Source: an optimization exercise on an open RTL-to-GDS flow (aim: small area, a short achievable clock period and few clock cycles). Production flows keep margins and buffers that such runs may drop. In this exercise RTL edits were held to simulation tests only and were not proved equivalent to the original. Power is estimated from default activity; no workload was simulated.

File: flow/design.v
`default_nettype none
package l3_cache_pkg;
  localparam int NUM_PORTS = 4;
  localparam int PORT_W    = 2;
  localparam int ADDR_W   = 16;
  localparam int DATA_W   = 32;
  localparam int INDEX_W  = 4;
  localparam int NUM_SETS = 16;
  localparam int TAG_W    = ADDR_W - INDEX_W;
  localparam int REQ_W    = 1 + ADDR_W + DATA_W + PORT_W;  
  localparam int RSP_DEPTH = 12;  
  localparam int MEM_DEPTH = 3;   
  localparam int RSP_CNT_W = 4;   
  localparam int MEM_CNT_W = 2;   
  localparam int RID_W     = 4;   
  localparam int RD_LIMIT  = 15;  
  typedef struct packed {
    logic              write;
    logic [ADDR_W-1:0] addr;
    logic [DATA_W-1:0] wdata;
    logic [PORT_W-1:0] port;
  } l3_req_t;
  typedef struct packed {
    logic [PORT_W-1:0] port;
    logic              write;
    logic [DATA_W-1:0] data;  
  } l3_rsp_t;
  typedef struct packed {
    logic              write;
    logic [ADDR_W-1:0] addr;
    logic [DATA_W-1:0] data;
  } mem_req_t;
endpackage
`default_nettype wire
`default_nettype none
module l3_req_arbiter (
  input  logic                                 clk,
  input  logic                                 reset,
  input  logic [l3_cache_pkg::NUM_PORTS-1:0]   port_valid,
  input  logic [l3_cache_pkg::NUM_PORTS*l3_cache_pkg::REQ_W-1:0] port_req,  
  output logic [l3_cache_pkg::NUM_PORTS-1:0]   port_ready,
  input  logic                                 room,       
  output logic                                 accept,     
  output logic                                 granted,    
  output logic                                 arb_valid,  
  output l3_cache_pkg::l3_req_t                arb_req,    
  output logic [l3_cache_pkg::ADDR_W-1:0]      nxt_addr    
);
  localparam int NUM_PORTS = l3_cache_pkg::NUM_PORTS;
  localparam int PORT_W    = l3_cache_pkg::PORT_W;
  localparam int REQ_W     = l3_cache_pkg::REQ_W;
  localparam int ADDR_W    = l3_cache_pkg::ADDR_W;
  localparam int DATA_W    = l3_cache_pkg::DATA_W;
  typedef l3_cache_pkg::l3_req_t l3_req_t;
  logic [PORT_W-1:0]    last_port;    
  logic [PORT_W-1:0]    rdy_port;     
  logic [PORT_W-1:0]    base;
  logic [NUM_PORTS-1:0] cand;
  logic [NUM_PORTS-1:0] pick;
  logic [PORT_W-1:0]    pick_port;
  l3_req_t              pick_req;
  logic                 armed_q;      
  always_comb begin
    rdy_port = '0;
    for (int p = 0; p < NUM_PORTS; p++) begin
      if (port_ready[p]) begin
        rdy_port = PORT_W'(p);
      end
    end
  end
  assign granted   = |port_ready;
  assign accept    = |(port_valid & port_ready);
  assign arb_valid = accept;
  assign nxt_addr  = pick_req.addr;
  assign cand = armed_q ? (port_valid & ~port_ready) : '0;
  assign base = granted ? rdy_port : last_port;
  always_comb begin
    logic [PORT_W-1:0] c;
    logic              found;
    pick  = '0;
    found = 1'b0;
    for (int i = 1; i <= NUM_PORTS; i++) begin
      c = base + PORT_W'(i);
      if (!found && cand[c]) begin
        found   = 1'b1;
        pick[c] = 1'b1;
      end
    end
  end
  always_ff @(posedge clk or posedge reset) begin
    if (reset) begin
      port_ready <= '0;
      armed_q    <= 1'b0;
      last_port  <= PORT_W'(NUM_PORTS - 1);  
    end else begin
      port_ready <= room ? pick : '0;
      armed_q    <= 1'b1;
      last_port  <= base;
    end
  end
  always_comb begin
    pick_port = '0;
    pick_req  = '0;
    for (int p = 0; p < NUM_PORTS; p++) begin
      if (pick[p]) begin
        pick_port = PORT_W'(p);
      end
      pick_req = pick_req | (port_req[p*REQ_W +: REQ_W] & {REQ_W{pick[p]}});
    end
    pick_req.port = pick_port;
  end
  always_ff @(posedge clk) begin
    arb_req <= pick_req;
  end
endmodule
`default_nettype wire
`default_nettype none
module l3_lookup (
  input  logic                               clk,
  input  logic                               reset,
  input  logic                               arb_valid,
  input  l3_cache_pkg::l3_req_t              arb_req,
  input  logic [l3_cache_pkg::ADDR_W-1:0]    nxt_addr,   
  output logic                               miss_load,
  output logic                               miss_push,
  output logic                               miss_wb,
  output logic [l3_cache_pkg::TAG_W-1:0]     miss_wb_tag,
  output logic [l3_cache_pkg::DATA_W-1:0]    miss_wb_data,
  output logic [l3_cache_pkg::ADDR_W-1:0]    miss_addr,
  output logic                               rq_push,
  output logic [l3_cache_pkg::PORT_W-1:0]    rq_port,
  output logic                               rq_write,
  output logic [l3_cache_pkg::DATA_W-1:0]    rq_data,
  output logic                               rq_wait,
  output logic [l3_cache_pkg::RID_W-1:0]     rq_rid,
  input  logic                               mem_rsp_valid,
  input  logic [l3_cache_pkg::DATA_W-1:0]    mem_rsp_data,
  output logic [l3_cache_pkg::RID_W-1:0]     ret_rid,
  output logic [l3_cache_pkg::RID_W-1:0]     rd_inflight
);
  localparam int ADDR_W   = l3_cache_pkg::ADDR_W;
  localparam int DATA_W   = l3_cache_pkg::DATA_W;
  localparam int INDEX_W  = l3_cache_pkg::INDEX_W;
  localparam int NUM_SETS = l3_cache_pkg::NUM_SETS;
  localparam int TAG_W    = l3_cache_pkg::TAG_W;
  localparam int RID_W    = l3_cache_pkg::RID_W;
  logic [NUM_SETS-1:0][TAG_W-1:0]  tag_q;   
  logic [NUM_SETS-1:0][DATA_W-1:0] data_q;
  logic [NUM_SETS-1:0][RID_W-1:0]  prid_q;  
  logic [NUM_SETS-1:0] valid_q;
  logic [NUM_SETS-1:0] dirty_q;
  logic [NUM_SETS-1:0] pend_q;
  logic [NUM_SETS-1:0] fnow_q;   
  logic [RID_W-1:0] alloc_q;   
  logic [RID_W-1:0] ret_q;     
  logic [RID_W-1:0] infl_q;    
  logic [NUM_SETS-1:0] sel_q;    
  logic [INDEX_W-1:0]  nxt_index;
  logic [NUM_SETS-1:0] nxt_sel;
  logic [NUM_SETS-1:0] line_hit;
  logic [TAG_W-1:0]    cur_tag;
  logic                hit;
  logic                miss;
  logic                rd_miss;
  logic [NUM_SETS-1:0][DATA_W+TAG_W+RID_W+2:0] line_all;
  logic [DATA_W+TAG_W+RID_W+2:0] line_sel;
  logic                line_valid;
  logic                line_dirty;
  logic                line_pend;
  logic [TAG_W-1:0]    line_tag;
  logic [RID_W-1:0]    line_prid;
  logic [DATA_W-1:0]   line_data;
  logic                line_ret;    
  logic [NUM_SETS-1:0] fill_hit;    
  logic [NUM_SETS-1:0]            pend_d;
  logic [NUM_SETS-1:0][RID_W-1:0] prid_d;
  logic [RID_W-1:0]               ret_d;
  assign nxt_index = nxt_addr[INDEX_W-1:0];
  assign cur_tag   = arb_req.addr[ADDR_W-1:INDEX_W];
  always_comb begin
    for (int i = 0; i < NUM_SETS; i++) begin
      nxt_sel[i] = (nxt_index == INDEX_W'(i));
    end
  end
  always_ff @(posedge clk) begin
    sel_q <= nxt_sel;
  end
  always_comb begin
    for (int i = 0; i < NUM_SETS; i++) begin
      line_all[i] = {valid_q[i], dirty_q[i], pend_q[i], prid_q[i], tag_q[i], data_q[i]};
    end
  end
  l3_pick16 #(.W(DATA_W + TAG_W + RID_W + 3)) line_pick_i (
    .in (line_all), .sel (sel_q), .out (line_sel)
  );
  assign {line_valid, line_dirty, line_pend, line_prid, line_tag, line_data} = line_sel;
  always_comb begin
    for (int i = 0; i < NUM_SETS; i++) begin
      line_hit[i] = valid_q[i] && (tag_q[i] == cur_tag);
    end
  end
  assign hit      = |(sel_q & line_hit);
  assign miss     = !hit;
  assign rd_miss  = arb_valid && miss && !arb_req.write;
  assign fill_hit = mem_rsp_valid ? fnow_q : '0;
  assign line_ret = mem_rsp_valid && |(sel_q & fnow_q);
  assign ret_rid     = ret_q;
  assign rd_inflight = infl_q;
  assign miss_load    = arb_valid;
  assign miss_push    = arb_valid && miss;
  assign miss_wb      = line_valid && line_dirty;
  assign miss_wb_tag  = line_tag;
  assign miss_wb_data = line_data;
  assign miss_addr    = arb_req.addr;
  assign rq_push  = arb_valid;
  assign rq_port  = arb_req.port;
  assign rq_write = arb_req.write;
  always_comb begin
    rq_data = line_data;
    rq_wait = 1'b0;
    rq_rid  = line_prid;
    if (arb_req.write) begin
      rq_data = arb_req.wdata;
    end else if (miss) begin
      rq_wait = 1'b1;
      rq_rid  = alloc_q;
    end else if (line_ret) begin
      rq_data = mem_rsp_data;
    end else if (line_pend) begin
      rq_wait = 1'b1;
    end
  end
  always_comb begin
    ret_d = mem_rsp_valid ? ret_q + 1'b1 : ret_q;
    for (int i = 0; i < NUM_SETS; i++) begin
      pend_d[i] = pend_q[i] && !fill_hit[i];
      prid_d[i] = prid_q[i];
      if (arb_valid && sel_q[i]) begin
        if (arb_req.write) begin
          pend_d[i] = 1'b0;
        end else if (miss) begin
          pend_d[i] = 1'b1;
          prid_d[i] = alloc_q;
        end
      end
    end
  end
  always_ff @(posedge clk or posedge reset) begin
    if (reset) begin
      valid_q <= '0;
      pend_q  <= '0;
      fnow_q  <= '0;
      alloc_q <= '0;
      ret_q   <= '0;
      infl_q  <= '0;
    end else begin
      ret_q  <= ret_d;
      pend_q <= pend_d;
      for (int i = 0; i < NUM_SETS; i++) begin
        fnow_q[i] <= pend_d[i] && (prid_d[i] == ret_d);
      end
      if (arb_valid && miss) begin
        alloc_q <= alloc_q + 1'b1;
      end
      if (arb_valid && miss && !mem_rsp_valid) begin
        infl_q <= infl_q + 1'b1;
      end else if (mem_rsp_valid && !(arb_valid && miss)) begin
        infl_q <= infl_q - 1'b1;
      end
      if (arb_valid) begin
        valid_q <= valid_q | sel_q;
      end
    end
  end
  always_ff @(posedge clk) begin
    prid_q <= prid_d;
    for (int i = 0; i < NUM_SETS; i++) begin
      if (arb_valid && sel_q[i] && arb_req.write) begin
        data_q[i] <= arb_req.wdata;
      end else if (fill_hit[i]) begin
        data_q[i] <= mem_rsp_data;
      end
      if (arb_valid && sel_q[i]) begin
        tag_q[i]   <= cur_tag;
        dirty_q[i] <= arb_req.write || (hit && dirty_q[i]);
      end
    end
  end
endmodule
module l3_pick16 #(
  parameter int W = 1
) (
  input  logic [15:0][W-1:0] in,
  input  logic [15:0]        sel,
  output logic [W-1:0]       out
);
  always_comb begin
    out = '0;
    for (int i = 0; i < 16; i++) begin
      out = out | (in[i] & {W{sel[i]}});
    end
  end
endmodule
`default_nettype wire
`default_nettype none
module l3_line_fill (
  input  logic                               clk,
  input  logic                               reset,
  input  logic                               miss_load,   
  input  logic                               miss_push,   
  input  logic                               miss_wb,
  input  logic [l3_cache_pkg::TAG_W-1:0]     miss_wb_tag,
  input  logic [l3_cache_pkg::DATA_W-1:0]    miss_wb_data,
  input  logic [l3_cache_pkg::ADDR_W-1:0]    miss_addr,
  output logic [l3_cache_pkg::MEM_CNT_W-1:0] mq_count,
  output logic                               mq_pop,
  output logic                               mem_req_valid,
  output l3_cache_pkg::mem_req_t             mem_req,
  input  logic                               mem_req_ready
);
  localparam int ADDR_W  = l3_cache_pkg::ADDR_W;
  localparam int DATA_W  = l3_cache_pkg::DATA_W;
  localparam int INDEX_W = l3_cache_pkg::INDEX_W;
  localparam int TAG_W   = l3_cache_pkg::TAG_W;
  localparam int DEPTH   = l3_cache_pkg::MEM_DEPTH;
  localparam int CNT_W   = l3_cache_pkg::MEM_CNT_W;
  logic [DEPTH-1:0][ADDR_W-1:0] addr_q;    
  logic [DEPTH-1:0][TAG_W-1:0]  wtag_q;    
  logic [DEPTH-1:0][DATA_W-1:0] wdata_q;   
  logic [DEPTH-1:0]             wb_q;      
  logic                         rd_done_q;  
  logic                         valid_q;   
  logic [CNT_W-1:0]             count_q;
  logic              take;
  logic              swap;      
  logic [CNT_W-1:0]  wr_pos;
  logic [CNT_W-1:0]  count_d;
  assign mq_count = count_q;
  always_comb begin
    mem_req_valid = valid_q;
    mem_req.write = rd_done_q;
    mem_req.addr  = addr_q[0];
    mem_req.data  = wdata_q[0];
  end
  assign take   = valid_q && mem_req_ready;
  assign mq_pop = take && (rd_done_q || !wb_q[0]);
  assign swap   = take && !rd_done_q && wb_q[0];
  assign wr_pos = mq_pop ? count_q - 1'b1 : count_q;
  always_comb begin
    count_d = count_q;
    if (miss_push && !mq_pop) begin
      count_d = count_q + 1'b1;
    end else if (mq_pop && !miss_push) begin
      count_d = count_q - 1'b1;
    end
  end
  always_ff @(posedge clk or posedge reset) begin
    if (reset) begin
      count_q   <= '0;
      valid_q   <= 1'b0;
      rd_done_q <= 1'b0;
    end else begin
      count_q <= count_d;
      valid_q <= (count_d != '0);
      if (mq_pop) begin
        rd_done_q <= 1'b0;
      end else if (swap) begin
        rd_done_q <= 1'b1;
      end
    end
  end
  always_ff @(posedge clk) begin
    for (int i = 0; i < DEPTH; i++) begin
      if (miss_load && (wr_pos == CNT_W'(i))) begin
        addr_q[i]  <= miss_addr;
        wtag_q[i]  <= miss_wb_tag;
        wdata_q[i] <= miss_wb_data;
        wb_q[i]    <= miss_wb;
      end else if (mq_pop) begin
        if (i < DEPTH - 1) begin
          addr_q[i]  <= addr_q[i+1];
          wtag_q[i]  <= wtag_q[i+1];
          wdata_q[i] <= wdata_q[i+1];
          wb_q[i]    <= wb_q[i+1];
        end
      end else if (swap && i == 0) begin
        addr_q[0][ADDR_W-1:INDEX_W] <= wtag_q[0];
      end
    end
  end
endmodule
`default_nettype wire
`default_nettype none
module l3_rsp_queue (
  input  logic                               clk,
  input  logic                               reset,
  input  logic                               push,
  input  logic [l3_cache_pkg::PORT_W-1:0]    push_port,
  input  logic                               push_write,
  input  logic [l3_cache_pkg::DATA_W-1:0]    push_data,
  input  logic                               push_wait,
  input  logic [l3_cache_pkg::RID_W-1:0]     push_rid,
  input  logic                               mem_rsp_valid,
  input  logic [l3_cache_pkg::DATA_W-1:0]    mem_rsp_data,
  input  logic [l3_cache_pkg::RID_W-1:0]     ret_rid,
  output logic [l3_cache_pkg::RSP_CNT_W-1:0] count,
  output logic                               pop,
  output logic                               rsp_valid,
  output l3_cache_pkg::l3_rsp_t              rsp,
  input  logic                               rsp_ready
);
  localparam int PORT_W = l3_cache_pkg::PORT_W;
  localparam int DATA_W = l3_cache_pkg::DATA_W;
  localparam int RID_W  = l3_cache_pkg::RID_W;
  localparam int DEPTH  = l3_cache_pkg::RSP_DEPTH;
  localparam int CNT_W  = l3_cache_pkg::RSP_CNT_W;
  logic [DEPTH-1:0][PORT_W-1:0] port_q;
  logic [DEPTH-1:0]             write_q;
  logic [DEPTH-1:0][DATA_W-1:0] data_q;
  logic [DEPTH-1:0]             wait_q;
  logic [DEPTH-1:0][RID_W-1:0]  rid_q;
  logic [CNT_W-1:0]             count_q;
  logic                         valid_q;   
  logic [DEPTH-1:0] cap;      
  logic [DEPTH-1:0] load;     
  logic [DEPTH-1:0] wait_d;
  logic [CNT_W-1:0] wr_pos;
  logic [CNT_W-1:0] count_d;
  assign count     = count_q;
  assign rsp_valid = valid_q;
  assign rsp.port  = port_q[0];
  assign rsp.write = write_q[0];
  assign rsp.data  = data_q[0];
  assign pop       = valid_q && rsp_ready;
  assign wr_pos    = pop ? count_q - 1'b1 : count_q;
  always_comb begin
    for (int i = 0; i < DEPTH; i++) begin
      cap[i]  = mem_rsp_valid && wait_q[i] && (rid_q[i] == ret_rid);
      load[i] = push && (wr_pos == CNT_W'(i));
    end
  end
  always_comb begin
    count_d = count_q;
    if (push && !pop) begin
      count_d = count_q + 1'b1;
    end else if (pop && !push) begin
      count_d = count_q - 1'b1;
    end
    for (int i = 0; i < DEPTH; i++) begin
      if (load[i]) begin
        wait_d[i] = push_wait;
      end else if (pop) begin
        wait_d[i] = (i < DEPTH - 1) ? (wait_q[i+1] && !cap[i+1]) : wait_q[i];
      end else begin
        wait_d[i] = wait_q[i] && !cap[i];
      end
    end
  end
  always_ff @(posedge clk or posedge reset) begin
    if (reset) begin
      count_q <= '0;
      valid_q <= 1'b0;
    end else begin
      count_q <= count_d;
      valid_q <= (count_d != '0) && !wait_d[0];
    end
  end
  always_ff @(posedge clk) begin
    wait_q <= wait_d;
    for (int i = 0; i < DEPTH; i++) begin
      if (load[i]) begin
        port_q[i]  <= push_port;
        write_q[i] <= push_write;
        data_q[i]  <= push_data;
        rid_q[i]   <= push_rid;
      end else if (pop) begin
        if (i < DEPTH - 1) begin
          port_q[i]  <= port_q[i+1];
          write_q[i] <= write_q[i+1];
          data_q[i]  <= cap[i+1] ? mem_rsp_data : data_q[i+1];
          rid_q[i]   <= rid_q[i+1];
        end
      end else if (cap[i]) begin
        data_q[i] <= mem_rsp_data;
      end
    end
  end
endmodule
module l3_fits #(
  parameter int W     = 4,
  parameter int LIMIT = 1
) (
  input  logic [W-1:0] count,
  input  logic         a,
  input  logic         g,
  input  logic         freed,
  output logic         ok
);
  logic le1, le2, le3;
  logic ok0, ok1;
  assign le1 = (count <= W'(LIMIT - 1));
  assign le2 = (count <= W'(LIMIT - 2));
  assign le3 = (count <= W'(LIMIT - 3));
  assign ok0 = (a && g) ? le3 : (a || g) ? le2 : le1;    
  assign ok1 = (a && g) ? le2 : (a || g) ? le1 : 1'b1;   
  assign ok  = freed ? ok1 : ok0;
endmodule
module l3_top (
  input  logic                                 clk,
  input  logic                                 reset,
  input  logic [l3_cache_pkg::NUM_PORTS-1:0]   port_valid,
  input  logic [l3_cache_pkg::NUM_PORTS*l3_cache_pkg::REQ_W-1:0] port_req,  
  output logic [l3_cache_pkg::NUM_PORTS-1:0]   port_ready,
  output logic                                 rsp_valid,
  output l3_cache_pkg::l3_rsp_t                rsp,
  input  logic                                 rsp_ready,
  output logic                                 mem_req_valid,
  output l3_cache_pkg::mem_req_t               mem_req,
  input  logic                                 mem_req_ready,
  input  logic                                 mem_rsp_valid,
  input  logic [l3_cache_pkg::DATA_W-1:0]      mem_rsp_data
);
  localparam int ADDR_W    = l3_cache_pkg::ADDR_W;
  localparam int DATA_W    = l3_cache_pkg::DATA_W;
  localparam int TAG_W     = l3_cache_pkg::TAG_W;
  localparam int PORT_W    = l3_cache_pkg::PORT_W;
  localparam int RID_W     = l3_cache_pkg::RID_W;
  localparam int RSP_DEPTH = l3_cache_pkg::RSP_DEPTH;
  localparam int MEM_DEPTH = l3_cache_pkg::MEM_DEPTH;
  localparam int RD_LIMIT  = l3_cache_pkg::RD_LIMIT;
  typedef l3_cache_pkg::l3_req_t l3_req_t;
  logic    room;
  logic    accept;
  logic    granted;
  logic    arb_valid;
  l3_req_t arb_req;
  logic [ADDR_W-1:0] nxt_addr;
  logic              miss_load;
  logic              miss_push;
  logic              miss_wb;
  logic [TAG_W-1:0]  miss_wb_tag;
  logic [DATA_W-1:0] miss_wb_data;
  logic [ADDR_W-1:0] miss_addr;
  logic              rq_push;
  logic [PORT_W-1:0] rq_port;
  logic              rq_write;
  logic [DATA_W-1:0] rq_data;
  logic              rq_wait;
  logic [RID_W-1:0]  rq_rid;
  logic [RID_W-1:0]  ret_rid;
  logic [RID_W-1:0]  rd_inflight;
  logic [l3_cache_pkg::MEM_CNT_W-1:0] mq_count;
  logic              mq_pop;
  logic [l3_cache_pkg::RSP_CNT_W-1:0] rq_count;
  logic              rq_pop;
  logic rq_fits, mq_fits, rd_fits;
  l3_fits #(.W(l3_cache_pkg::RSP_CNT_W), .LIMIT(RSP_DEPTH)) rq_fits_i (
    .count (rq_count), .a (granted), .g (1'b0), .freed (rq_pop), .ok (rq_fits)
  );
  l3_fits #(.W(l3_cache_pkg::MEM_CNT_W), .LIMIT(MEM_DEPTH)) mq_fits_i (
    .count (mq_count), .a (granted), .g (1'b0), .freed (mq_pop), .ok (mq_fits)
  );
  l3_fits #(.W(RID_W), .LIMIT(RD_LIMIT)) rd_fits_i (
    .count (rd_inflight), .a (granted), .g (1'b0), .freed (mem_rsp_valid), .ok (rd_fits)
  );
  assign room = rq_fits && mq_fits && rd_fits;
  l3_req_arbiter arbiter_i (
    .clk        (clk),
    .reset      (reset),
    .port_valid (port_valid),
    .port_req   (port_req),
    .port_ready (port_ready),
    .room       (room),
    .accept     (accept),
    .granted    (granted),
    .arb_valid  (arb_valid),
    .arb_req    (arb_req),
    .nxt_addr   (nxt_addr)
  );
  l3_lookup lookup_i (
    .clk           (clk),
    .reset         (reset),
    .arb_valid     (arb_valid),
    .arb_req       (arb_req),
    .nxt_addr      (nxt_addr),
    .miss_load     (miss_load),
    .miss_push     (miss_push),
    .miss_wb       (miss_wb),
    .miss_wb_tag   (miss_wb_tag),
    .miss_wb_data  (miss_wb_data),
    .miss_addr     (miss_addr),
    .rq_push       (rq_push),
    .rq_port       (rq_port),
    .rq_write      (rq_write),
    .rq_data       (rq_data),
    .rq_wait       (rq_wait),
    .rq_rid        (rq_rid),
    .mem_rsp_valid (mem_rsp_valid),
    .mem_rsp_data  (mem_rsp_data),
    .ret_rid       (ret_rid),
    .rd_inflight   (rd_inflight)
  );
  l3_line_fill line_fill_i (
    .clk           (clk),
    .reset         (reset),
    .miss_load     (miss_load),
    .miss_push     (miss_push),
    .miss_wb       (miss_wb),
    .miss_wb_tag   (miss_wb_tag),
    .miss_wb_data  (miss_wb_data),
    .miss_addr     (miss_addr),
    .mq_count      (mq_count),
    .mq_pop        (mq_pop),
    .mem_req_valid (mem_req_valid),
    .mem_req       (mem_req),
    .mem_req_ready (mem_req_ready)
  );
  l3_rsp_queue rsp_queue_i (
    .clk           (clk),
    .reset         (reset),
    .push          (rq_push),
    .push_port     (rq_port),
    .push_write    (rq_write),
    .push_data     (rq_data),
    .push_wait     (rq_wait),
    .push_rid      (rq_rid),
    .mem_rsp_valid (mem_rsp_valid),
    .mem_rsp_data  (mem_rsp_data),
    .ret_rid       (ret_rid),
    .count         (rq_count),
    .pop           (rq_pop),
    .rsp_valid     (rsp_valid),
    .rsp           (rsp),
    .rsp_ready     (rsp_ready)
  );
endmodule
`default_nettype wire
`default_nettype none
module l3_cache_top (
  input  logic         clk,
  input  logic         reset,
  input  logic [3:0]   port_valid,
  input  logic [3:0]   port_write,
  input  logic [63:0]  port_addr,
  input  logic [127:0] port_wdata,
  output logic [3:0]   port_ready,
  output logic         rsp_valid,
  output logic [1:0]   rsp_port,
  output logic         rsp_write,
  output logic [31:0]  rsp_data,
  input  logic         rsp_ready,
  output logic         mem_req_valid,
  output logic         mem_req_write,
  output logic [15:0]  mem_req_addr,
  output logic [31:0]  mem_req_data,
  input  logic         mem_req_ready,
  input  logic         mem_rsp_valid,
  input  logic [31:0]  mem_rsp_data
);
  localparam int NUM_PORTS = l3_cache_pkg::NUM_PORTS;
  localparam int PORT_W    = l3_cache_pkg::PORT_W;
  localparam int ADDR_W    = l3_cache_pkg::ADDR_W;
  localparam int DATA_W    = l3_cache_pkg::DATA_W;
  localparam int INDEX_W   = l3_cache_pkg::INDEX_W;
  localparam int NUM_SETS  = l3_cache_pkg::NUM_SETS;
  localparam int TAG_W     = l3_cache_pkg::TAG_W;
  localparam int REQ_W     = l3_cache_pkg::REQ_W;
  typedef l3_cache_pkg::l3_req_t  l3_req_t;
  typedef l3_cache_pkg::l3_rsp_t  l3_rsp_t;
  typedef l3_cache_pkg::mem_req_t mem_req_t;
  logic [NUM_PORTS*REQ_W-1:0] port_req;
  l3_rsp_t  rsp;
  mem_req_t mem_req;
  always_comb begin
    for (int p = 0; p < NUM_PORTS; p++) begin
      port_req[p*REQ_W +: REQ_W] = {port_write[p], port_addr[p*ADDR_W +: ADDR_W],
                                    port_wdata[p*DATA_W +: DATA_W], PORT_W'(p)};
    end
  end
  l3_top l3_top_i (
    .clk           (clk),
    .reset         (reset),
    .port_valid    (port_valid),
    .port_req      (port_req),
    .port_ready    (port_ready),
    .rsp_valid     (rsp_valid),
    .rsp           (rsp),
    .rsp_ready     (rsp_ready),
    .mem_req_valid (mem_req_valid),
    .mem_req       (mem_req),
    .mem_req_ready (mem_req_ready),
    .mem_rsp_valid (mem_rsp_valid),
    .mem_rsp_data  (mem_rsp_data)
  );
  assign rsp_port      = rsp.port;
  assign rsp_write     = rsp.write;
  assign rsp_data      = rsp.data;
  assign mem_req_write = mem_req.write;
  assign mem_req_addr  = mem_req.addr;
  assign mem_req_data  = mem_req.data;
endmodule
`default_nettype wire
File: flow/config.mk
export PLATFORM = sky130hd
export DESIGN_NAME = l3_cache_top
export DESIGN_NICKNAME = l3_cache_top
export VERILOG_FILES = /design/flow/design.v
export SDC_FILE = /design/flow/constraint.sdc
export NUM_CORES = 4
export LEC_CHECK = 0
export CAP_MARGIN = 20
export CORE_MARGIN = 2
export CORE_UTILIZATION = 50
export SETUP_SLACK_MARGIN = 3.1
export SLEW_MARGIN = 20
File: flow/run.sh
#!/bin/bash
# synth_recipe.tcl (not shown) runs the flow's synth.tcl, then flattens the netlist and writes it again
# the make line also repeats each setting of config.mk as NAME=value (left out here)
make -C /OpenROAD-flow-scripts/flow DESIGN_CONFIG=/design/flow/config.mk WORK_HOME=/design/flow/orfs CLKGATE_MAP_FILE= SYNTH_SCRIPT=/design/flow/synth_recipe.tcl finish
File: flow/constraint.sdc
create_clock -name core_clock -period 6.0 [get_ports {clk}]
set_input_delay 1.2000 -clock core_clock [delete_from_list [all_inputs] [get_ports {clk}]]
set_output_delay 1.2000 -clock core_clock [all_outputs]
set_load 0.01 [all_outputs]
==> out/metrics.cfg, run 1 <==
[layout]
final_cell_mix=1052 x edfxtp_1, 433 x dfxtp_1, 373 x mux2_4
fillCellCount=11526
finalNonFillerCells=9009
seq_area_sq_um=42840
syn_to_final_growth_pct=26.76
post_route_cells_drive_above_1_share_pct=31.22
final_util_pct=63.78
design_area_sq_um=95520
nets=7096
final_common_cell=edfxtp_1
multiInputGateArea_sq_um=33870

[global_route]
grt_pass1_wl_mm=398.8
antenna_found_initial=14
grt_pass1_vias=56031
overflow=0
grt_max_degree=79
track_usage_pct=35.62

[yosys]
synth_edf_count=1052
yosys-top-cells-area=edfxtp_1 42%, dfxtp_1 12%, mux2_2 8.5%, a22oi_1 2.9%, xnor2_1 2.7%
netlist-cell-type-count=72
synth-seq-area-share_pct=56.72
ys_async_sr_fraction_pct=4.780
synth_fp_nets=6727
synth_area_sq_um=75360
synth.largest_area_cell=edfxtp_1
avgSynthCellArea_sq_um=11.65
ys_ff_latch=1590
netlist.area_leader.share_pct=41.92
syn_inst=6471
synth_top_flop_cell=edfxtp_1
ys_warn_count=6

[route]
drt_iter0_drc=7281
dr.pass1.iters=10
wl_mm=284.4
ant_nets=0
route.detailed.drc=0
via_per_inst=6.587
avgRoutedWirePerCell_um=31.57
num_vias=59339

[setup_path]
arrival_ps=4130
crit_path_max_incr_delay_ps=600
worst_path_max_delay_cell=or4_4
cp_num_buf_inv=10
startpoint_type=flop
r2r_start=l3_top_i.arbiter_i.arb_req[45]
r2r-end=l3_top_i.rsp_queue_i.data_q[10]
crit_family=buffers and inverters
path_max_fanout=8
rr_worst_depth=18
path_cells=buf_6 > buf_4 > xnor2_1 > nand4_1 > nor4_1 > or4_4 > nor4_4 > buf_6 > buf_12 > buf_12 > buf_12 > buf_6 > buf_6 > o21ai_4 > a22oi_2 > buf_4 > buf_12 > a21oi_2
ff2ff_setup_slack_ps=2430
path_class=flop to flop
end_kind=flop
required_ps=6560

[die]
ioPinCount=327
die_w_um=392.2
die_h_um=392.2
start_util_pct=50.31
num_rows=142
fp.coreArea_sq_um=149800
die_area_sq_um=153800

[timing]
rsz0062_at_grt=true
slew_violations=0
clock_skew_ps=28.43
fmax_ghz=0.2805
finalHoldViolCount=0
min_period_ps=3565
setup_violations=0
slew-limit-headroom_pct=26.15
tightest_slew_ps=1105
fin_setup_tns_ps=0
fin_crit_sh_pct=59.42
setup_ws_ps=2435

[placement]
gp_congestion=0.8951
postPlaceCellArea_sq_um=82340
io_buffer_count=326
dpl.cell_count=8239
place_ws_ps=1242
dp_hpwl_mm=162.7

[cts]
hold_buffers=0
clkTransAtPathRegs_ps=60
htreeDepth=4
cts_tree=yes
cts_buffer_depth=3
cts_root_buf=clkbuf_16
clock_latency_ps=820
numClockSinks=1590
cts_buffers=172

[run]
cap_violations=0

[pwr]
intPower_w=0.03309
swShare_pct=40.29
powerDensity_nw_per_um2=580.1
power_frac_comb_pct=48.8
p_sw_w=0.02233
irDropWorstVdd_mv=0.4463
power_leakage_nw=36.02
seqPwrFrac_pct=31.8
clkPwrFrac_pct=19.4

[status]
status=timing/DRC/antenna clean

[hold_path]
holdPathStages=1
hold_class=flop to flop
min_to=l3_top_i.lookup_i.infl_q[3]
hp-start=l3_top_i.lookup_i.infl_q[3]

## repair_timing
| action | in CTS | in global routing |
|---|---|---|
| gates cloned | 43 | 10 |
| pin swaps | 296 | 144 |
| endpoints found under the hold margin | 0 | 0 |
| setup buffers | 292 | 98 |
| endpoints found under the setup margin | 1942 | 1298 |
| resized for setup | 438 | 336 |
## final cells by class
cell class	instances	area share [%]
sequential	1590	44.85
antenna	8	0.02096
clock inverter	65	0.5449
timing repair buffer	933	10.60
inverter	119	0.5069
multi-input combinational	4021	35.46
clock buffer	254	5.356
tap	2016	2.641
timing repair inverter	3	0.02358
## power by group through the flow
stage,clock network [W],registers [W],logic [W]
2_1_floorplan,0,0.0165,0.0134
3_3_place_gp,0,0.0182,0.0177
3_5_place_dp,0,0.0182,0.0180
4_1_cts,0.0108,0.0176,0.0240
5_1_grt,0.0112,0.0179,0.0282
6_report,0.0107,0.0176,0.0270
## cells in the mapped netlist, types with 40 or more instances
cell type  instances
o211ai_1         198
a22oi_1          295
nand4_1           80
mux2i_1           40
mux2_1            71
buf_2             59
o21ai_0          170
a211oi_1          68
dfrtp_1           74
nand2_1          410
a222oi_1          58
a22o_1            86
o22a_1           224
dfxtp_1          462
buf_4             94
xor2_1            77
clkbuf_1         491
a21oi_1           84
nand3_1          152
a221oi_1          80
o21ai_1          340
mux2_2           569
nor2_1           254
inv_1            111
or3_1             97
o22ai_1          104
buf_1            109
xnor2_1          229
edfxtp_1        1052
## kinds of logic (layout without fill, tap and decap cells)
group                    after synthesis  in the layout  synth area share [%]
AO/OA/AOI/OAI                       1809           1810                 16.87
flip-flops                          1590           1590                 56.72
AND/OR/NAND/NOR                     1188           1204                 7.419
multiplexers                         680            680                 10.10
XOR/XNOR                             306            306                 3.557
other                                  1              9              0.004976
buffers and inverters                877           1374                 4.994
adder cells (fa/ha/maj)               20             20                0.3387
## routing by layer
metal	global-route usage (%)	up-vias	share of wire (%)
met3	6.840	690	9.0
met1	46.74	30096	39
met2	57.09	3172	47
li1	-	25365	-
met5	0	-	0.039
met4	16.55	16	5.2
## state kept, by name (all words and copies together), names as in the netlist, 12 cells and up
| signal | cells |
|---|---|
| l3_top_i.line_fill_i.wdata_q | 96 |
| l3_top_i.lookup_i.fnow_q | 16 |
| l3_top_i.rsp_queue_i.rid_q | 48 |
| l3_top_i.lookup_i.dirty_q | 16 |
| l3_top_i.lookup_i.data_q | 512 |
| l3_top_i.line_fill_i.wtag_q | 36 |
| l3_top_i.rsp_queue_i.port_q | 24 |
| l3_top_i.lookup_i.tag_q | 192 |
| l3_top_i.rsp_queue_i.wait_q | 12 |
| l3_top_i.rsp_queue_i.write_q | 12 |
| l3_top_i.lookup_i.valid_q | 16 |
| l3_top_i.line_fill_i.addr_q | 48 |
| l3_top_i.rsp_queue_i.data_q | 384 |
| l3_top_i.lookup_i.pend_q | 16 |
| l3_top_i.lookup_i.sel_q | 16 |
| l3_top_i.arbiter_i.arb_req | 51 |
| l3_top_i.lookup_i.prid_q | 64 |
## per-stage QoR
step / hold WS (ps) / power [W]
global placement: 459.6 / 0.03592
detailed placement: 473.8 / 0.03623
global route: 515.4 / 0.05730
CTS: 485.4 / 0.05240
finish: 486.6 / 0.05541
floorplan: 406.4 / 0.02997
## worst max path at each step
stage | from | end | slack (ps) | depth (start not counted)
after floorplan | port_valid[1] | l3_top_i.lookup_i.sel_q[1] | 2250 | 12
after global placement | port_valid[1] | l3_top_i.arbiter_i.arb_req[19] | 1290 | 9
after detailed placement | port_valid[1] | l3_top_i.arbiter_i.arb_req[26] | 1240 | 9
after CTS | l3_top_i.arbiter_i.arb_req[49] | l3_top_i.rsp_queue_i.rid_q[34] | 2520 | 12
after global routing | l3_top_i.arbiter_i.arb_req[40] | l3_top_i.rsp_queue_i.rid_q[34] | 2410 | 13
final | l3_top_i.arbiter_i.arb_req[45] | l3_top_i.rsp_queue_i.data_q[10] | 2430 | 18
Testbench counts, summed over its fixed seeds: cycles 2,293.
==> run 2: changes to the inputs <==
--- a/flow/design.v
+++ b/flow/design.v
@@ -10,7 +10,8 @@
   localparam int REQ_W    = 1 + ADDR_W + DATA_W + PORT_W;  
   localparam int RSP_DEPTH = 12;  
-  localparam int MEM_DEPTH = 3;   
+  localparam int MEM_DEPTH = 4;   
   localparam int RSP_CNT_W = 4;   
-  localparam int MEM_CNT_W = 2;   
+  localparam int RSP_PTR_W = 4;   
+  localparam int MEM_CNT_W = 3;   
   localparam int RID_W     = 4;   
   localparam int RD_LIMIT  = 15;  
@@ -43,6 +44,6 @@
   output logic                                 accept,     
   output logic                                 granted,    
-  output logic                                 arb_valid,  
-  output l3_cache_pkg::l3_req_t                arb_req,    
+  output logic                                 arb_valid,
+  output l3_cache_pkg::l3_req_t                arb_req,
   output logic [l3_cache_pkg::ADDR_W-1:0]      nxt_addr    
 );
@@ -58,6 +59,7 @@
   logic [NUM_PORTS-1:0] cand;
   logic [NUM_PORTS-1:0] pick;
-  logic [PORT_W-1:0]    pick_port;
-  l3_req_t              pick_req;
+  l3_req_t              acc_req;
+  logic [ADDR_W-1:0]    pick_addr;
+  logic [ADDR_W-1:0]    pick_addr_q;  
   logic                 armed_q;      
   always_comb begin
@@ -69,8 +71,11 @@
     end
   end
-  assign granted   = |port_ready;
-  assign accept    = |(port_valid & port_ready);
-  assign arb_valid = accept;
-  assign nxt_addr  = pick_req.addr;
+  assign granted  = |port_ready;
+  assign nxt_addr = pick_addr_q;
+  assign accept  = |(port_valid & port_ready);
+  always_comb begin
+    acc_req      = port_req[rdy_port*REQ_W +: REQ_W];
+    acc_req.port = rdy_port;
+  end
   assign cand = armed_q ? (port_valid & ~port_ready) : '0;
   assign base = granted ? rdy_port : last_port;
@@ -92,24 +97,24 @@
       port_ready <= '0;
       armed_q    <= 1'b0;
+      arb_valid  <= 1'b0;
       last_port  <= PORT_W'(NUM_PORTS - 1);  
     end else begin
       port_ready <= room ? pick : '0;
       armed_q    <= 1'b1;
+      arb_valid  <= accept;
       last_port  <= base;
     end
   end
   always_comb begin
-    pick_port = '0;
-    pick_req  = '0;
+    pick_addr = '0;
     for (int p = 0; p < NUM_PORTS; p++) begin
-      if (pick[p]) begin
-        pick_port = PORT_W'(p);
-      end
-      pick_req = pick_req | (port_req[p*REQ_W +: REQ_W] & {REQ_W{pick[p]}});
+      pick_addr = pick_addr | (port_req[p*REQ_W + DATA_W + PORT_W +: ADDR_W] & {ADDR_W{pick[p]}});
     end
-    pick_req.port = pick_port;
   end
   always_ff @(posedge clk) begin
-    arb_req <= pick_req;
+    pick_addr_q <= pick_addr;
+    if (granted) begin
+      arb_req <= acc_req;
+    end
   end
 endmodule
@@ -121,4 +126,5 @@
   input  logic                               arb_valid,
   input  l3_cache_pkg::l3_req_t              arb_req,
+  input  logic                               nxt_load,   
   input  logic [l3_cache_pkg::ADDR_W-1:0]    nxt_addr,   
   output logic                               miss_load,
@@ -156,11 +162,14 @@
   logic [RID_W-1:0] infl_q;    
   logic [NUM_SETS-1:0] sel_q;    
+  logic                hit_q;    
   logic [INDEX_W-1:0]  nxt_index;
+  logic [TAG_W-1:0]    nxt_tag;
   logic [NUM_SETS-1:0] nxt_sel;
-  logic [NUM_SETS-1:0] line_hit;
+  logic [NUM_SETS-1:0] nxt_hit;
   logic [TAG_W-1:0]    cur_tag;
   logic                hit;
   logic                miss;
   logic                rd_miss;
+  logic                same_line;
   logic [NUM_SETS-1:0][DATA_W+TAG_W+RID_W+2:0] line_all;
   logic [DATA_W+TAG_W+RID_W+2:0] line_sel;
@@ -177,12 +186,18 @@
   logic [RID_W-1:0]               ret_d;
   assign nxt_index = nxt_addr[INDEX_W-1:0];
+  assign nxt_tag   = nxt_addr[ADDR_W-1:INDEX_W];
   assign cur_tag   = arb_req.addr[ADDR_W-1:INDEX_W];
   always_comb begin
     for (int i = 0; i < NUM_SETS; i++) begin
       nxt_sel[i] = (nxt_index == INDEX_W'(i));
+      nxt_hit[i] = valid_q[i] && (tag_q[i] == nxt_tag);
     end
   end
+  assign same_line = arb_valid && |(nxt_sel & sel_q);
   always_ff @(posedge clk) begin
-    sel_q <= nxt_sel;
+    if (nxt_load) begin
+      sel_q <= nxt_sel;
+      hit_q <= same_line ? (nxt_tag == cur_tag) : |(nxt_sel & nxt_hit);
+    end
   end
   always_comb begin
@@ -195,11 +210,6 @@
   );
   assign {line_valid, line_dirty, line_pend, line_prid, line_tag, line_data} = line_sel;
-  always_comb begin
-    for (int i = 0; i < NUM_SETS; i++) begin
-      line_hit[i] = valid_q[i] && (tag_q[i] == cur_tag);
-    end
-  end
-  assign hit      = |(sel_q & line_hit);
-  assign miss     = !hit;
+  assign hit      = hit_q;
+  assign miss     = !hit_q;
   assign rd_miss  = arb_valid && miss && !arb_req.write;
   assign fill_hit = mem_rsp_valid ? fnow_q : '0;
@@ -415,72 +425,132 @@
   localparam int DEPTH  = l3_cache_pkg::RSP_DEPTH;
   localparam int CNT_W  = l3_cache_pkg::RSP_CNT_W;
-  logic [DEPTH-1:0][PORT_W-1:0] port_q;
-  logic [DEPTH-1:0]             write_q;
-  logic [DEPTH-1:0][DATA_W-1:0] data_q;
-  logic [DEPTH-1:0]             wait_q;
-  logic [DEPTH-1:0][RID_W-1:0]  rid_q;
-  logic [CNT_W-1:0]             count_q;
-  logic                         valid_q;   
-  logic [DEPTH-1:0] cap;      
-  logic [DEPTH-1:0] load;     
-  logic [DEPTH-1:0] wait_d;
-  logic [CNT_W-1:0] wr_pos;
-  logic [CNT_W-1:0] count_d;
+  localparam int RING   = DEPTH - 1;   
+  localparam int PTR_W  = l3_cache_pkg::RSP_PTR_W;
+  logic              h_v_q;
+  logic [PORT_W-1:0] h_port_q;
+  logic              h_write_q;
+  logic [DATA_W-1:0] h_data_q;
+  logic              h_wait_q;
+  logic [RID_W-1:0]  h_rid_q;
+  logic              valid_q;    
+  logic [RING-1:0][PORT_W-1:0] port_q;
+  logic [RING-1:0]             write_q;
+  logic [RING-1:0][DATA_W-1:0] data_q;
+  logic [RING-1:0]             wait_q;
+  logic [RING-1:0][RID_W-1:0]  rid_q;
+  logic [PTR_W-1:0]            rd_q;
+  logic [PTR_W-1:0]            wr_q;
+  logic [CNT_W-1:0]            n_q;       
+  logic [CNT_W-1:0]            count_q;   
+  logic              h_cap;
+  logic [RING-1:0]   cap;
+  logic [RING-1:0]   load;
+  logic              h_take;    
+  logic              from_ring;
+  logic              to_ring;
+  logic [PORT_W-1:0] r_port;
+  logic              r_write;
+  logic [DATA_W-1:0] r_data;
+  logic              r_wait;
+  logic [RID_W-1:0]  r_rid;
+  logic              h_v_d;
+  logic              h_wait_d;
   assign count     = count_q;
   assign rsp_valid = valid_q;
-  assign rsp.port  = port_q[0];
-  assign rsp.write = write_q[0];
-  assign rsp.data  = data_q[0];
+  assign rsp.port  = h_port_q;
+  assign rsp.write = h_write_q;
+  assign rsp.data  = h_data_q;
   assign pop       = valid_q && rsp_ready;
-  assign wr_pos    = pop ? count_q - 1'b1 : count_q;
+  assign h_take    = !h_v_q || pop;
+  assign from_ring = h_take && (n_q != '0);
+  assign to_ring   = push && !(h_take && (n_q == '0));
+  assign h_cap = mem_rsp_valid && h_wait_q && (h_rid_q == ret_rid);
   always_comb begin
-    for (int i = 0; i < DEPTH; i++) begin
+    for (int i = 0; i < RING; i++) begin
       cap[i]  = mem_rsp_valid && wait_q[i] && (rid_q[i] == ret_rid);
-      load[i] = push && (wr_pos == CNT_W'(i));
+      load[i] = to_ring && (wr_q == PTR_W'(i));
     end
   end
   always_comb begin
-    count_d = count_q;
-    if (push && !pop) begin
-      count_d = count_q + 1'b1;
-    end else if (pop && !push) begin
-      count_d = count_q - 1'b1;
-    end
-    for (int i = 0; i < DEPTH; i++) begin
-      if (load[i]) begin
-        wait_d[i] = push_wait;
-      end else if (pop) begin
-        wait_d[i] = (i < DEPTH - 1) ? (wait_q[i+1] && !cap[i+1]) : wait_q[i];
-      end else begin
-        wait_d[i] = wait_q[i] && !cap[i];
+    r_port  = '0;
+    r_write = 1'b0;
+    r_data  = '0;
+    r_wait  = 1'b0;
+    r_rid   = '0;
+    for (int i = 0; i < RING; i++) begin
+      if (rd_q == PTR_W'(i)) begin
+        r_port  = port_q[i];
+        r_write = write_q[i];
+        r_data  = cap[i] ? mem_rsp_data : data_q[i];
+        r_wait  = wait_q[i] && !cap[i];
+        r_rid   = rid_q[i];
       end
     end
   end
+  always_comb begin
+    if (h_take) begin
+      h_v_d    = (n_q != '0) || push;
+      h_wait_d = (n_q != '0) ? r_wait : push_wait;
+    end else begin
+      h_v_d    = 1'b1;
+      h_wait_d = h_wait_q && !h_cap;
+    end
+  end
   always_ff @(posedge clk or posedge reset) begin
     if (reset) begin
-      count_q <= '0;
+      h_v_q   <= 1'b0;
       valid_q <= 1'b0;
+      rd_q    <= '0;
+      wr_q    <= '0;
+      n_q     <= '0;
+      count_q <= '0;
     end else begin
-      count_q <= count_d;
-      valid_q <= (count_d != '0) && !wait_d[0];
+      h_v_q   <= h_v_d;
+      valid_q <= h_v_d && !h_wait_d;
+      if (from_ring) begin
+        rd_q <= (rd_q == PTR_W'(RING - 1)) ? '0 : rd_q + 1'b1;
+      end
+      if (to_ring) begin
+        wr_q <= (wr_q == PTR_W'(RING - 1)) ? '0 : wr_q + 1'b1;
+      end
+      if (to_ring && !from_ring) begin
+        n_q <= n_q + 1'b1;
+      end else if (from_ring && !to_ring) begin
+        n_q <= n_q - 1'b1;
+      end
+      if (push && !pop) begin
+        count_q <= count_q + 1'b1;
+      end else if (pop && !push) begin
+        count_q <= count_q - 1'b1;
+      end
     end
   end
   always_ff @(posedge clk) begin
-    wait_q <= wait_d;
-    for (int i = 0; i < DEPTH; i++) begin
+    h_wait_q <= h_wait_d;
+    if (h_take) begin
+      if (n_q != '0) begin
+        h_port_q  <= r_port;
+        h_write_q <= r_write;
+        h_data_q  <= r_data;
+        h_rid_q   <= r_rid;
+      end else begin
+        h_port_q  <= push_port;
+        h_write_q <= push_write;
+        h_data_q  <= push_data;
+        h_rid_q   <= push_rid;
+      end
+    end else if (h_cap) begin
+      h_data_q <= mem_rsp_data;
+    end
+    for (int i = 0; i < RING; i++) begin
       if (load[i]) begin
         port_q[i]  <= push_port;
         write_q[i] <= push_write;
         data_q[i]  <= push_data;
+        wait_q[i]  <= push_wait;
         rid_q[i]   <= push_rid;
-      end else if (pop) begin
-        if (i < DEPTH - 1) begin
-          port_q[i]  <= port_q[i+1];
-          write_q[i] <= write_q[i+1];
-          data_q[i]  <= cap[i+1] ? mem_rsp_data : data_q[i+1];
-          rid_q[i]   <= rid_q[i+1];
-        end
       end else if (cap[i]) begin
         data_q[i] <= mem_rsp_data;
+        wait_q[i] <= 1'b0;
       end
     end
@@ -556,11 +626,11 @@
   logic rq_fits, mq_fits, rd_fits;
   l3_fits #(.W(l3_cache_pkg::RSP_CNT_W), .LIMIT(RSP_DEPTH)) rq_fits_i (
-    .count (rq_count), .a (granted), .g (1'b0), .freed (rq_pop), .ok (rq_fits)
+    .count (rq_count), .a (arb_valid), .g (granted), .freed (rq_pop), .ok (rq_fits)
   );
   l3_fits #(.W(l3_cache_pkg::MEM_CNT_W), .LIMIT(MEM_DEPTH)) mq_fits_i (
-    .count (mq_count), .a (granted), .g (1'b0), .freed (mq_pop), .ok (mq_fits)
+    .count (mq_count), .a (arb_valid), .g (granted), .freed (mq_pop), .ok (mq_fits)
   );
   l3_fits #(.W(RID_W), .LIMIT(RD_LIMIT)) rd_fits_i (
-    .count (rd_inflight), .a (granted), .g (1'b0), .freed (mem_rsp_valid), .ok (rd_fits)
+    .count (rd_inflight), .a (arb_valid), .g (granted), .freed (mem_rsp_valid), .ok (rd_fits)
   );
   assign room = rq_fits && mq_fits && rd_fits;
@@ -583,4 +653,5 @@
     .arb_valid     (arb_valid),
     .arb_req       (arb_req),
+    .nxt_load      (granted),
     .nxt_addr      (nxt_addr),
     .miss_load     (miss_load),
--- a/flow/config.mk
+++ b/flow/config.mk
@@ -8,5 +8,7 @@
 export CAP_MARGIN = 20
 export CORE_MARGIN = 2
-export CORE_UTILIZATION = 50
-export SETUP_SLACK_MARGIN = 3.1
+export CORE_UTILIZATION = 60
+export CTS_CLUSTER_DIAMETER = 60
+export CTS_CLUSTER_SIZE = 20
+export SETUP_SLACK_MARGIN = 3.4
 export SLEW_MARGIN = 20
==> run 2 against run 1 <==
Synthesized cell count increased by 5.0%. Sequential share of layout area grew 0.94 points. Utilization rose by 11 points. Power fell by 10%. Cell area rose by 4.7%. Global-route usage rose by 7.7 points.
==> out/metrics.cfg, run 2 <==
[yosys]
syn_inst=6792  ; +5.0%
avgSynthCellArea_sq_um=11.92  ; +2.3%
yosys-top-cells-area=edfxtp_1 43%, dfxtp_1 11%, mux2_2 9.3%, mux2i_1 6.8%, a22oi_1 3.4%
synth_top_flop_cell=edfxtp_1
synth.largest_area_cell=edfxtp_1
ys_ff_latch=1683  ; +5.8%
ys_warn_count=6  ; unchanged
synth-seq-area-share_pct=56.52  ; -0.20 points
yosysMostFrequentCell=edfxtp_1
netlist-cell-type-count=78  ; +8.3%
netlist.area_leader.share_pct=43.00  ; +1.1 points
synth_area_sq_um=80940  ; +7.4%
yosys-top-cells-count=1159 x edfxtp_1, 672 x mux2_2, 551 x mux2i_1, 524 x clkbuf_1, 460 x nor2_1
ys_async_sr_fraction_pct=5.407  ; +0.63 points
synth_fp_nets=7056  ; +4.9%
synth_edf_count=1159  ; +10%

[die]
ioPinCount=327  ; unchanged
die_w_um=371.3  ; -5.3%
die_area_sq_um=137900  ; -10%
fp.coreArea_sq_um=133600  ; -11%
start_util_pct=60.58  ; +10 points
die_h_um=371.3  ; -5.3%
num_rows=134  ; -5.6%

[cts]
clkTransAtPathRegs_ps=80  ; +20 ps
htreeDepth=4  ; unchanged
cts_tree=yes
numClockSinks=1683  ; +5.8%
cts_buffers=136  ; -21%
clock_latency_ps=800  ; -20 ps
cts_root_buf=clkbuf_16
cts_buffer_depth=3  ; unchanged

[setup_path]
path_max_fanout=8  ; unchanged
ff2ff_setup_slack_ps=2660  ; +230 ps
rr_worst_depth=10  ; -8
r2r_start=l3_top_i.lookup_i.ret_q[3]
crit_family=simple AND/OR/NAND/NOR gates
end_kind=flop
path_class=flop to flop
worst_path_max_delay_cell=or4b_4
crit_start=l3_top_i.lookup_i.ret_q[3]
arrival_ps=3860  ; -270 ps
cp_num_buf_inv=3  ; -7
path_depth=10  ; -8
r2r-end=l3_top_i.rsp_queue_i.h_data_q[8]
startpoint_type=flop
required_ps=6520  ; -40 ps
crit_path_max_incr_delay_ps=590  ; about the same
path_cells=buf_4 > xor2_1 > or4b_4 > buf_12 > buf_16 > mux2_4 > a22o_1 > or4_4 > a21oi_2 > o21ai_1
critPathCapture=l3_top_i.rsp_queue_i.h_data_q[8]

[placement]
dp_hpwl_mm=180.9  ; +11%
io_buffer_count=326  ; unchanged
place_ws_ps=1186  ; -56.80 ps
gp_congestion=1.002  ; +12%
dpl.cell_count=8431  ; +2.3%

[timing]
tightest_slew_ps=1156  ; +51.22 ps
slew-limit-headroom_pct=22.90  ; -3.3 points
setup_ws_ps=2660  ; +225.6 ps
setup_violations=0  ; unchanged
finalHoldViolCount=0  ; unchanged
min_period_ps=3340  ; -225.6 ps
clock_skew_ps=37.03  ; +8.597 ps
fin_setup_tns_ps=0  ; unchanged
fmax_ghz=0.2994  ; +6.8%
fin_crit_sh_pct=55.66  ; -3.8 points
holdWs_ps=473.5  ; -13.19 ps
slew_violations=0  ; unchanged
rsz0062_at_grt=true

[layout]
post_route_cells_drive_above_1_share_pct=33.17  ; +1.9 points
fillCellCount=8660  ; -25%
syn_to_final_growth_pct=23.60
nets=7499  ; +5.7%
multiInputGateArea_sq_um=36230  ; +7.0%
final_common_cell=edfxtp_1
final_cell_mix=1159 x edfxtp_1, 671 x mux2_2, 511 x mux2i_1
regMostFlops=l3_top_i.lookup_i.data_q
reg_top3=l3_top_i.lookup_i.data_q x512, l3_top_i.rsp_queue_i.data_q x352, l3_top_i.lookup_i.tag_q x192
finalNonFillerCells=9124  ; +1.3%
largest_register_ffs=512  ; unchanged
seq_area_sq_um=45800  ; +6.9%

[global_route]
track_usage_pct=43.32  ; +7.7 points
grt_max_degree=70  ; -11%
overflow=0  ; unchanged
grt_pass1_vias=60219  ; +7.5%
grt_pass1_wl_mm=428.4  ; +7.4%
antenna_found_initial=20  ; +6

[route]
ant_nets=0  ; unchanged
dr.pass1.iters=8  ; -2
drt_iter0_drc=9895  ; +36%
avgRoutedWirePerCell_um=34.11  ; +8.0%
via_per_inst=6.994  ; +6.2%
num_vias=63814  ; +7.5%
wl_mm=311.2  ; +9.4%
route.detailed.drc=0  ; unchanged

[run]
cap_violations=0  ; unchanged

[pwr]
power.total_w=0.04982  ; -10%
irDropWorstVdd_mv=0.3559  ; -20%
power_leakage_nw=37.13  ; +3.1%
powerDensity_nw_per_um2=498.0  ; -14%

[hold_path]
hold_class=flop to flop

[status]
status=timing/DRC/antenna clean

## run 2: changes by cell type after synthesis, moves of 82 or more
cell,change
o211ai_1,-192
nor2_1,+206
o22a_1,-221
edfxtp_1,+107
o22ai_1,-82
a21oi_1,+307
mux2_2,+103
o21ai_1,-322
or3_1,-90
mux2i_1,+511
## run 2: routing by layer
metal | vias to the layer above | GRT usage [%] | share of wire, %
li1 | 26249 | - | -
met3 | 1116 | 12.24 | 13
met1 | 31693 | 56.85 | 36
met2 | 4746 | 64.61 | 44
met4 | 10 | 24.78 | 7.1
met5 | - | 0 | 0.022
## run 2: how the worst min path moves through the flow
| stage | startpoint | endpoint | slack (ps) | cells past startpoint |
|---|---|---|---|---|
| after global routing | l3_top_i.lookup_i.infl_q[3] | l3_top_i.lookup_i.infl_q[3] | 490 | 1 |
| final | l3_top_i.rsp_queue_i.count_q[3] | l3_top_i.rsp_queue_i.count_q[3] | 470 | 1 |
| after detailed placement | l3_top_i.rsp_queue_i.count_q[3] | l3_top_i.rsp_queue_i.count_q[3] | 460 | 1 |
| after floorplan | l3_top_i.lookup_i.infl_q[3] | l3_top_i.lookup_i.infl_q[3] | 440 | 1 |
| after CTS | l3_top_i.lookup_i.infl_q[3] | l3_top_i.lookup_i.infl_q[3] | 470 | 1 |
| after global placement | l3_top_i.lookup_i.infl_q[3] | l3_top_i.lookup_i.infl_q[3] | 460 | 1 |
## run 2: final cells by class
cell class	count	area share, %
sequential	1683	45.78
multi-input combinational	4318	36.22
timing repair buffer	981	10.55
clock buffer	171	3.795
tap	1768	2.211
clock inverter	76	0.7567
inverter	113	0.6403
antenna	12	0.03002
timing repair inverter	2	0.01751
## run 2: kinds of logic (layout without fill, tap and decap cells)
kind of cell | count (synthesis) | in the layout | share of synthesized area (%)
XOR/XNOR | 308 | 308 | 3.333
AND/OR/NAND/NOR | 1363 | 1375 | 7.568
other | 1 | 13 | 0.004633
multiplexers | 1250 | 1250 | 16.75
AO/OA/AOI/OAI | 1348 | 1354 | 11.24
flip-flops | 1683 | 1683 | 56.52
buffers and inverters | 809 | 1343 | 4.099
adder cells (fa/ha/maj) | 30 | 30 | 0.4823
## run 2: power breakdown
group	leakage, nW	switching (W)	total, W	internal [W]
logic	19.6	0.0130	0.0219	0.00897
registers	15.3	0.00220	0.0184	0.0162
clock network	2.22	0.00461	0.00946	0.00485
total	37.1	0.0198	0.0498	0.0300
## run 2: timing repair
action,CTS,global route
pin swaps,172,114
endpoints found under the setup margin,2302,1034
hold buffers,0,0
setup buffers,257,99
cloned,57,19
gates resized for setup,1164,516
## run 2: through the flow
| step | instance area, sq um | util, % |
|---|---|---|
| final | 100000 | 74.87 |
| after global routing | 100000 | 74.86 |
| after CTS | 96760 | 72.41 |
| after detailed placement | 85740 | 64.17 |
| after global placement | 85710 | 64.15 |
| after floorplan | 80990 | - |
Testbench counts of run 2, summed over its fixed seeds: cycles 2,359.

==> what the ideal ports hide <==
The results above use ideal ports. As a check the final layouts listed here were re-extracted and re-timed, cells and wires unchanged. Step 1: set_driving_cell puts a clkbuf_16 on clk and a buf_2 on each other input, an assumption about the parent block. Step 2 moves the port delays by t, midway between the first and last clock arrival at a register: inputs arrive t later, outputs are due t later. That takes back most of the time a late clock gives input paths. a / b / c = no drivers / after step 1 / after step 2; a / b = the first two.
| run | t (ns) | setup slack, ns | worst hold slack (ns) | worst setup path at the end |
|---|---|---|---|---|
| run 1 | 0.891 | 2.435 / 2.435 / 1.889 | 0.487 / 0.487 / 0.487 | input to register |
| run 2 | 0.865 | 2.660 / 2.660 / 1.976 | 0.473 / 0.473 / 0.473 | input to register |
After both steps setup and hold are still met in every run listed. The setup slack of run 2, which loses most, moves by 0.000 ns with the drivers and by -0.684 ns with both steps.
